Background: an optimization exercise with open tools, aiming at small area, a short achievable clock period and few clock cycles per item. Do not read the settings as production practice. Only simulation tests tie the RTL to the original design; equivalence was not proved. Power is estimated from default activity; no workload was simulated.

==> 05-09: inputs <==
==> flow/design.v (excerpt) <==
module sigmoidLayer #(
    parameter int NUM_LANES = 10
) (
    input  logic                                 clk,
    input  logic                                 rst,
    input  logic                                 inValid,
    output logic                                 inReady,
    input  sigmoidPkg::preAct_t [NUM_LANES-1:0] inData,
    output logic                                 outValid,
    input  logic                                 outReady,
    output sigmoidPkg::act_t [NUM_LANES-1:0]    outData
);
    logic sNext [NUM_LANES];
    logic [7:0] dNext [NUM_LANES];
    logic sReg [NUM_LANES];
    logic [7:0] dReg [NUM_LANES];
    logic [8:0] res [NUM_LANES];
    logic accept;
    assign inReady = !outValid || outReady;
    assign accept = inValid && inReady;
    always_ff @(posedge clk) begin
        if (rst) begin
            outValid <= 1'b0;
        end else if (inReady) begin
            outValid <= inValid;
        end
    end
    for (genvar i = 0; i < NUM_LANES; i++) begin : genLane
        sigmoidLaneIn laneIn (
            .x(inData[i]),
            .s(sNext[i]),
            .d(dNext[i])
        );
        always_ff @(posedge clk) begin
            if (accept) begin
                sReg[i] <= sNext[i];
                dReg[i] <= dNext[i];
            end
        end
        sigmoidLaneOut laneOut (
            .s(sReg[i]),
            .d(dReg[i]),
            .result(res[i])
        );
        assign outData[i] = {7'd0, res[i]};
    end
endmodule
export LEC_CHECK = 0
export CAP_MARGIN = 20
export CORE_MARGIN = 2
export CORE_UTILIZATION = 55
export PLACE_DENSITY = 0.65
export SETUP_SLACK_MARGIN = 1.5
export SLEW_MARGIN = 20
create_clock -name core_clock -period 4.5 [get_ports {clk}]
standard.sh (not shown) runs the stock make flow with config.mk's settings and CLKGATE_MAP_FILE= SYNTH_SCRIPT=/design/flow/synth_recipe.tcl, a recipe that flattens the netlist after the stock synthesis.
==> flow/flow/run.sh <==
#!/bin/bash
# Standard synthesis, then the combinational logic re-mapped by ABC for area (registers kept
# as the standard synthesis made them), then the standard layout from floorplan to finish.
set -euo pipefail
W=$(pwd)
R=$W/orfs/results/${FLOW_PLATFORM}/sigmoidLayer/base
L=$W/orfs/logs/${FLOW_PLATFORM}/sigmoidLayer/base
LIB=$FLOW_HOME/platforms/${FLOW_PLATFORM}/lib/sky130_fd_sc_hd__tt_025C_1v80.lib

# 1. The standard synthesis
bash standard.sh $R/1_2_yosys.v > $W/log_1_synth.txt 2>&1
cp $R/1_2_yosys.v $W/std_1_2_yosys.v

# 2. Re-map the combinational cells for area
python3 $W/flow/mkmap.py $LIB $W/comb_cells.v > $W/log_2_mkmap.txt 2>&1
DONTUSE=$(grep -o -- "-dont_use [A-Za-z0-9_]*" $L/1_2_yosys.log | sort -u | tr '\n' ' ')
if [[ -f $W/flow/remap.abc ]]; then
  cp $W/flow/remap.abc $W/remap.abc
else
  printf 'strash\ndch -f\nmap -a\ntopo\nstime -p\n' > $W/remap.abc
fi
# The logic from the registers to the outputs may get its own (faster) mapping first
OUTPASS=""
if [[ -f $W/flow/remap_out.abc ]]; then
  cp $W/flow/remap_out.abc $W/remap_out.abc
  OUTPASS="select -set oc o:outData %ci*:-sky130_fd_sc_hd__edfxtp_1
abc -liberty $LIB $DONTUSE -script $W/remap_out.abc @oc
select -clear"
fi
cat > $W/remap.ys <<EOS
read_liberty -lib $LIB
read_verilog $W/std_1_2_yosys.v
hierarchy -top $FLOW_TOP
techmap -map $W/comb_cells.v
techmap
opt -purge
$OUTPASS
abc -liberty $LIB $DONTUSE -script $W/remap.abc
opt_clean -purge
hilomap -singleton -hicell sky130_fd_sc_hd__conb_1 HI -locell sky130_fd_sc_hd__conb_1 LO
insbuf -buf sky130_fd_sc_hd__buf_4 A X
splitnets
opt_clean -purge
stat -liberty $LIB
write_verilog -noattr -noexpr -nohex -nodec $W/remap_1_2_yosys.v
EOS
yosys -s $W/remap.ys > $W/log_2_remap.txt 2>&1
cp $W/remap_1_2_yosys.v $R/1_2_yosys.v
touch $R/1_2_yosys.v

# 3. The standard layout, with the smallest buffer on the ports
export BUFFER_PORTS_ARGS="-buffer_cell ${PORT_BUFFER:-sky130_fd_sc_hd__buf_1}"
bash standard.sh > $W/log_3_layout.txt 2>&1
Other scripts of this flow, unchanged in this note and not shown: flow/flow/mkmap.py, flow/flow/remap.abc, flow/flow/remap_out.abc
==> 02-26: changes against 05-09 <==
--- a/flow/flow/run.sh
+++ b/flow/flow/run.sh
@@ -27,7 +27,11 @@
 abc -liberty $LIB $DONTUSE -script $W/remap_out.abc @oc
 select -clear"
 fi
-cat > $W/remap.ys <<EOS
+# One remap per seed of the area script (4 at a time); keep the smallest
+SEEDS=${REMAP_SEEDS:-$(cat $W/flow/remap_seeds 2>/dev/null || echo 1)}
+for S in $SEEDS; do
+  sed "s/-S [0-9]*/-S $S/" $W/remap.abc > $W/remap_s$S.abc
+  cat > $W/remap_s$S.ys <<EOS
 read_liberty -lib $LIB
 read_verilog $W/std_1_2_yosys.v
 hierarchy -top $FLOW_TOP
@@ -35,19 +39,30 @@
 techmap
 opt -purge
 $OUTPASS
-abc -liberty $LIB $DONTUSE -script $W/remap.abc
+abc -liberty $LIB $DONTUSE -script $W/remap_s$S.abc
 opt_clean -purge
 hilomap -singleton -hicell sky130_fd_sc_hd__conb_1 HI -locell sky130_fd_sc_hd__conb_1 LO
 insbuf -buf sky130_fd_sc_hd__buf_4 A X
 splitnets
 opt_clean -purge
-stat -liberty $LIB
-write_verilog -noattr -noexpr -nohex -nodec $W/remap_1_2_yosys.v
+tee -o $W/remap_s$S.stat stat -liberty $LIB
+write_verilog -noattr -noexpr -nohex -nodec $W/remap_s$S.v
 EOS
-yosys -s $W/remap.ys > $W/log_2_remap.txt 2>&1
+  yosys -s $W/remap_s$S.ys > $W/log_2_remap_s$S.txt 2>&1 &
+  while (( $(jobs -r | wc -l) >= 4 )); do sleep 1; done
+done
+wait
+BEST=""; BESTA=""
+for S in $SEEDS; do
+  A=$(grep -o "Chip area for module .*: [0-9.]*" $W/remap_s$S.stat | awk '{print $NF}')
+  echo "seed $S area $A" >> $W/log_2_remap_pick.txt
+  if [[ -z "$BEST" ]] || python3 -c "import sys; sys.exit(0 if $A < $BESTA else 1)"; then BEST=$S; BESTA=$A; fi
+done
+echo "picked seed $BEST area $BESTA" >> $W/log_2_remap_pick.txt
+cp $W/remap_s$BEST.v $W/remap_1_2_yosys.v
 cp $W/remap_1_2_yosys.v $R/1_2_yosys.v
 touch $R/1_2_yosys.v
 
-# 3. The standard layout, with the smallest buffer on the ports
+if [[ -f $W/flow/skip_tie_fanout ]]; then export SKIP_REPAIR_TIE_FANOUT=1; fi
 export BUFFER_PORTS_ARGS="-buffer_cell ${PORT_BUFFER:-sky130_fd_sc_hd__buf_1}"
 bash standard.sh > $W/log_3_layout.txt 2>&1
==> flow/flow/remap_seeds (new file) <==
1 2 3 4
==> flow/flow/skip_tie_fanout (new file) <==
tie cells: one for all constant outputs
Settings changed: CORE_UTILIZATION 55 to 40, CTS_BUF_LIST from default to sky130_fd_sc_hd__clkbuf_8, PLACE_DENSITY 0.65 to 0.6, SETUP_SLACK_MARGIN 1.5 to 1.7.
==> comparison <==
Sequential power is about the same in 02-26 and 05-09.
Non-clock buffer count: 02-26 is higher than 05-09 (12).
Of 02-26 and 05-09, 02-26 has the higher clock skew (gap 0.0039 ns).
In 05-09 the design area is larger than in 02-26, by 1.2%.
Of 05-09 and 02-26, 02-26 has the higher sequential share of layout area (gap 0.27 points).
Against 02-26, the clock power of 05-09 is larger by about 53%.
Testbench counts of 05-09, summed over its fixed seeds: cycles 16,008, beats 16,000.
Testbench counts of 02-26, summed over its fixed seeds: cycles 16,008, beats 16,000.

* * *

==> inputs of cedar <==
Starting RTL as in the previous note.
==> module sigmoidLaneOut, before the edit <==
module sigmoidLaneOut (
    input  logic       s,
    input  logic [7:0] d,
    output logic [8:0] result
);
    logic [7:0] lower;
    logic or01;
    logic or23;
    logic or45;
    logic or03;
    assign or01 = d[0] | d[1];
    assign or23 = d[2] | d[3];
    assign or45 = d[4] | d[5];
    assign or03 = or01 | or23;
    assign lower[0] = 1'b0;
    assign lower[1] = d[0];
    assign lower[2] = or01;
    assign lower[3] = or01 | d[2];
    assign lower[4] = or03;
    assign lower[5] = or03 | d[4];
    assign lower[6] = or03 | or45;
    assign lower[7] = or03 | or45 | d[6];
    assign result[6:0] = d[6:0] ^ ({7{s}} & lower[6:0]);
    assign result[7] = ~(d[7] ^ (s & lower[7]));
    assign result[8] = ~s & d[7];
endmodule
export LEC_CHECK = 0
export CAP_MARGIN = 20
export CORE_MARGIN = 2
export CORE_UTILIZATION = 40
export CTS_BUF_LIST = sky130_fd_sc_hd__clkbuf_8
export PLACE_DENSITY = 0.6
export SETUP_SLACK_MARGIN = 1.3
export SLEW_MARGIN = 20
create_clock -name core_clock -period 4.5 [get_ports {clk}]
==> flow/flow/run.sh <==
#!/bin/bash
# Standard synthesis, then the combinational logic re-mapped by ABC for area (registers kept
# as the standard synthesis made them), then the standard layout from floorplan to finish.
set -euo pipefail
W=$(pwd)
R=$W/orfs/results/${FLOW_PLATFORM}/sigmoidLayer/base
L=$W/orfs/logs/${FLOW_PLATFORM}/sigmoidLayer/base
LIB=$FLOW_HOME/platforms/${FLOW_PLATFORM}/lib/sky130_fd_sc_hd__tt_025C_1v80.lib

# 1. The standard synthesis
bash standard.sh $R/1_2_yosys.v > $W/log_1_synth.txt 2>&1
cp $R/1_2_yosys.v $W/std_1_2_yosys.v

# 2. Re-map the combinational cells for area
python3 $W/flow/mkmap.py $LIB $W/comb_cells.v > $W/log_2_mkmap.txt 2>&1
DONTUSE=$(grep -o -- "-dont_use [A-Za-z0-9_]*" $L/1_2_yosys.log | sort -u | tr '\n' ' ')
if [[ -f $W/flow/remap.abc ]]; then
  cp $W/flow/remap.abc $W/remap.abc
else
  printf 'strash\ndch -f\nmap -a\ntopo\nstime -p\n' > $W/remap.abc
fi
# The logic from the registers to the outputs may get its own (faster) mapping first
OUTPASS=""
if [[ -f $W/flow/remap_out.abc ]]; then
  cp $W/flow/remap_out.abc $W/remap_out.abc
  OUTPASS="select -set oc o:outData %ci*:-sky130_fd_sc_hd__edfxtp_1
abc -liberty $LIB $DONTUSE -script $W/remap_out.abc @oc
select -clear"
fi
# One remap per seed of the area script (4 at a time); keep the smallest
SEEDS=${REMAP_SEEDS:-$(cat $W/flow/remap_seeds 2>/dev/null || echo 1)}
for S in $SEEDS; do
  sed "s/-S [0-9]*/-S $S/" $W/remap.abc > $W/remap_s$S.abc
  cat > $W/remap_s$S.ys <<EOS
read_liberty -lib $LIB
read_verilog $W/std_1_2_yosys.v
hierarchy -top $FLOW_TOP
techmap -map $W/comb_cells.v
techmap
opt -purge
$OUTPASS
abc -liberty $LIB $DONTUSE -script $W/remap_s$S.abc
opt_clean -purge
hilomap -singleton -hicell sky130_fd_sc_hd__conb_1 HI -locell sky130_fd_sc_hd__conb_1 LO
insbuf -buf sky130_fd_sc_hd__buf_4 A X
splitnets
opt_clean -purge
tee -o $W/remap_s$S.stat stat -liberty $LIB
write_verilog -noattr -noexpr -nohex -nodec $W/remap_s$S.v
EOS
  yosys -s $W/remap_s$S.ys > $W/log_2_remap_s$S.txt 2>&1 &
  while (( $(jobs -r | wc -l) >= 4 )); do sleep 1; done
done
wait
BEST=""; BESTA=""
for S in $SEEDS; do
  A=$(grep -o "Chip area for module .*: [0-9.]*" $W/remap_s$S.stat | awk '{print $NF}')
  echo "seed $S area $A" >> $W/log_2_remap_pick.txt
  if [[ -z "$BEST" ]] || python3 -c "import sys; sys.exit(0 if $A < $BESTA else 1)"; then BEST=$S; BESTA=$A; fi
done
echo "picked seed $BEST area $BESTA" >> $W/log_2_remap_pick.txt
cp $W/remap_s$BEST.v $W/remap_1_2_yosys.v
cp $W/remap_1_2_yosys.v $R/1_2_yosys.v
touch $R/1_2_yosys.v

# 3. The standard layout, with the smallest buffer on the ports
export BUFFER_PORTS_ARGS="-buffer_cell ${PORT_BUFFER:-sky130_fd_sc_hd__buf_1}"
bash standard.sh > $W/log_3_layout.txt 2>&1
==> flow/flow/remap.abc <==
strash
&get -n
&deepsyn -S 1 -T 120
&put
dch -f
map -D 1200
topo
stime -p
==> flow/flow/remap_out.abc <==
strash
dch -f
map -D 500
topo
stime -p
==> flow/flow/remap_seeds <==
1 2 3 4
Other scripts of this flow, unchanged in this note and not shown: flow/flow/mkmap.py
==> inputs of violet, as changes to cedar <==
--- a/flow/design.v
+++ b/flow/design.v
@@ -1068,18 +1068,6 @@
     logic [7:0] lower;
-    logic or01;
-    logic or23;
-    logic or45;
-    logic or03;
-    assign or01 = d[0] | d[1];
-    assign or23 = d[2] | d[3];
-    assign or45 = d[4] | d[5];
-    assign or03 = or01 | or23;
     assign lower[0] = 1'b0;
-    assign lower[1] = d[0];
-    assign lower[2] = or01;
-    assign lower[3] = or01 | d[2];
-    assign lower[4] = or03;
-    assign lower[5] = or03 | d[4];
-    assign lower[6] = or03 | or45;
-    assign lower[7] = or03 | or45 | d[6];
+    for (genvar i = 1; i < 8; i++) begin : genLower
+        assign lower[i] = lower[i-1] | d[i-1];
+    end
     assign result[6:0] = d[6:0] ^ ({7{s}} & lower[6:0]);
==> flow/flow/run.sh (replaced) <==
#!/bin/bash
# Standard synthesis, then the combinational logic re-mapped by ABC for area (registers kept
# as the standard synthesis made them), then the standard layout from floorplan to finish.
set -euo pipefail
W=$(pwd)
R=$W/orfs/results/${FLOW_PLATFORM}/sigmoidLayer/base
L=$W/orfs/logs/${FLOW_PLATFORM}/sigmoidLayer/base
LIB=$FLOW_HOME/platforms/${FLOW_PLATFORM}/lib/sky130_fd_sc_hd__tt_025C_1v80.lib

# 1. The standard synthesis
bash standard.sh $R/1_2_yosys.v > $W/log_1_synth.txt 2>&1
cp $R/1_2_yosys.v $W/std_1_2_yosys.v

# 2. Re-map the combinational cells for area
python3 $W/flow/mkmap.py $LIB $W/comb_cells.v > $W/log_2_mkmap.txt 2>&1
DONTUSE=$(grep -o -- "-dont_use [A-Za-z0-9_]*" $L/1_2_yosys.log | sort -u | tr '\n' ' ')
cat > $W/remap.abc <<'EOS'
strash
dch -f
map -a
topo
stime -p
EOS
cat > $W/remap.ys <<EOS
read_liberty -lib $LIB
read_verilog $W/std_1_2_yosys.v
hierarchy -top $FLOW_TOP
techmap -map $W/comb_cells.v
techmap
opt -purge
abc -liberty $LIB $DONTUSE -script $W/remap.abc
opt_clean -purge
hilomap -singleton -hicell sky130_fd_sc_hd__conb_1 HI -locell sky130_fd_sc_hd__conb_1 LO
insbuf -buf sky130_fd_sc_hd__buf_4 A X
splitnets
opt_clean -purge
stat -liberty $LIB
write_verilog -noattr -noexpr -nohex -nodec $W/remap_1_2_yosys.v
EOS
yosys -s $W/remap.ys > $W/log_2_remap.txt 2>&1
cp $W/remap_1_2_yosys.v $R/1_2_yosys.v
touch $R/1_2_yosys.v

# 3. The standard layout, with the smallest buffer on the ports
export BUFFER_PORTS_ARGS="-buffer_cell ${PORT_BUFFER:-sky130_fd_sc_hd__buf_1}"
bash standard.sh > $W/log_3_layout.txt 2>&1
==> flow/flow/remap.abc (replaced) <==
strash
&get -n
&deepsyn -S 1 -T 120
&put
dch -f
map -a
topo
stime -p
--- a/flow/config.mk
+++ b/flow/config.mk
@@ -10,5 +10,4 @@
 export CORE_UTILIZATION = 40
-export CTS_BUF_LIST = sky130_fd_sc_hd__clkbuf_8
 export PLACE_DENSITY = 0.6
-export SETUP_SLACK_MARGIN = 1.3
+export SETUP_SLACK_MARGIN = 1.0
 export SLEW_MARGIN = 20
removed: flow/flow/remap_out.abc
removed: flow/flow/remap_seeds
==> inputs of maple, as changes to cedar <==
--- a/flow/flow/run.sh
+++ b/flow/flow/run.sh
@@ -65,3 +65,3 @@
 
-# 3. The standard layout, with the smallest buffer on the ports
+if [[ -f $W/flow/skip_tie_fanout ]]; then export SKIP_REPAIR_TIE_FANOUT=1; fi
 export BUFFER_PORTS_ARGS="-buffer_cell ${PORT_BUFFER:-sky130_fd_sc_hd__buf_1}"
==> flow/flow/remap.abc (replaced) <==
strash
&get -n
&deepsyn -S 1 -T 120
&put
dch -f
map -D 1000
topo
stime -p
==> flow/flow/skip_tie_fanout (new file) <==
tie cells: one for all constant outputs
--- a/flow/config.mk
+++ b/flow/config.mk
@@ -12,3 +12,3 @@
 export PLACE_DENSITY = 0.6
-export SETUP_SLACK_MARGIN = 1.3
+export SETUP_SLACK_MARGIN = 1.5
 export SLEW_MARGIN = 20
==> qor summary <==
Result of the run: cedar timing/DRC/antenna clean; violet timing/DRC/antenna clean; maple timing/DRC/antenna clean
Met1 capacity usage during global routing: cedar 25.2%; violet 33.3%; maple 27.3%
Syn avg cell area: cedar 6.45 um^2; violet 6.09 um^2; maple 6.41 um^2
Worst setup path startpoint: cedar inData[20]; violet inData[8]; maple inData[148]
Clock tree skew after final layout: cedar 0.00801 ns; violet 0.0105 ns; maple 0.0139 ns
FMAX: cedar 334 MHz; violet 293 MHz; maple 343 MHz
Clock transition at the register clock pins on the worst setup and hold paths after CTS: cedar 0.10 ns; violet 0.07 ns; maple 0.10 ns
Combined area of the multi-input logic cells: cedar 6960 um^2; violet 8710 um^2; maple 6870 um^2
P&R area growth vs syn: cedar 11.5%; violet 13.5%; maple 11.6%
Final cell count without fillers: cedar 2,288; violet 2,882; maple 2,250
Final wirelength: cedar 30.7 mm; violet 44.1 mm; maple 32.8 mm
Height of the die: cedar 169 um; violet 185 um; maple 169 um
Share of cell area taken by multi-input logic gates: cedar 57.5%; violet 58.9%; maple 56.2%
Post-Layout Inst Area: cedar 12,100 um^2; violet 14,800 um^2; maple 12,200 um^2
Total half-perimeter wirelength after legalization and detailed placement: cedar 25.1 mm; violet 35.2 mm; maple 26.9 mm
Layout filler cell count: cedar 2,819; violet 3,438; maple 2,864
First-pass GRT wire length: cedar 50.1 mm; violet 70.4 mm; maple 53.1 mm
Testbench counts of cedar, summed over its fixed seeds: cycles 16,008, beats 16,000.
Testbench counts of violet, summed over its fixed seeds: cycles 16,008, beats 16,000.
Testbench counts of maple, summed over its fixed seeds: cycles 16,008, beats 16,000.

-- re-timing with driven ports --
Ports are ideal in the flow. The routed layouts listed here were re-timed in OpenROAD. Step 1, drivers: a clkbuf_16 drives clk and a buf_2 each remaining input, both assumed. Step 2, shift: input delay + t, output delay - t, t = (earliest + latest rising clock arrival at the registers) / 2. This alone moves slack from input paths to output paths. Slacks: ideal ports / drivers / drivers and shift; pairs: ideal ports / drivers.
run | shift t [ns] | slack for setup (ns) | worst setup path after step 2 | worst register clock-pin slew, ns
05-09 | 0.395 | 1.676 / 1.698 / 1.303 | input to register | 0.07 / 0.07
02-26 | 0.414 | 1.809 / 1.771 / 1.415 | input to register | 0.10 / 0.10
cedar | 0.407 | 1.506 / 1.523 / 1.115 | input to register | 0.10 / 0.10
violet | 0.387 | 1.085 / 1.062 / 0.675 | input to register | 0.07 / 0.07
maple | 0.413 | 1.586 / 1.607 / 1.194 | input to register | 0.10 / 0.10
After both steps every run listed still meets setup and hold. For violet, which loses most, drivers alone change the setup slack by -0.023 ns; drivers and shift together by -0.410 ns.
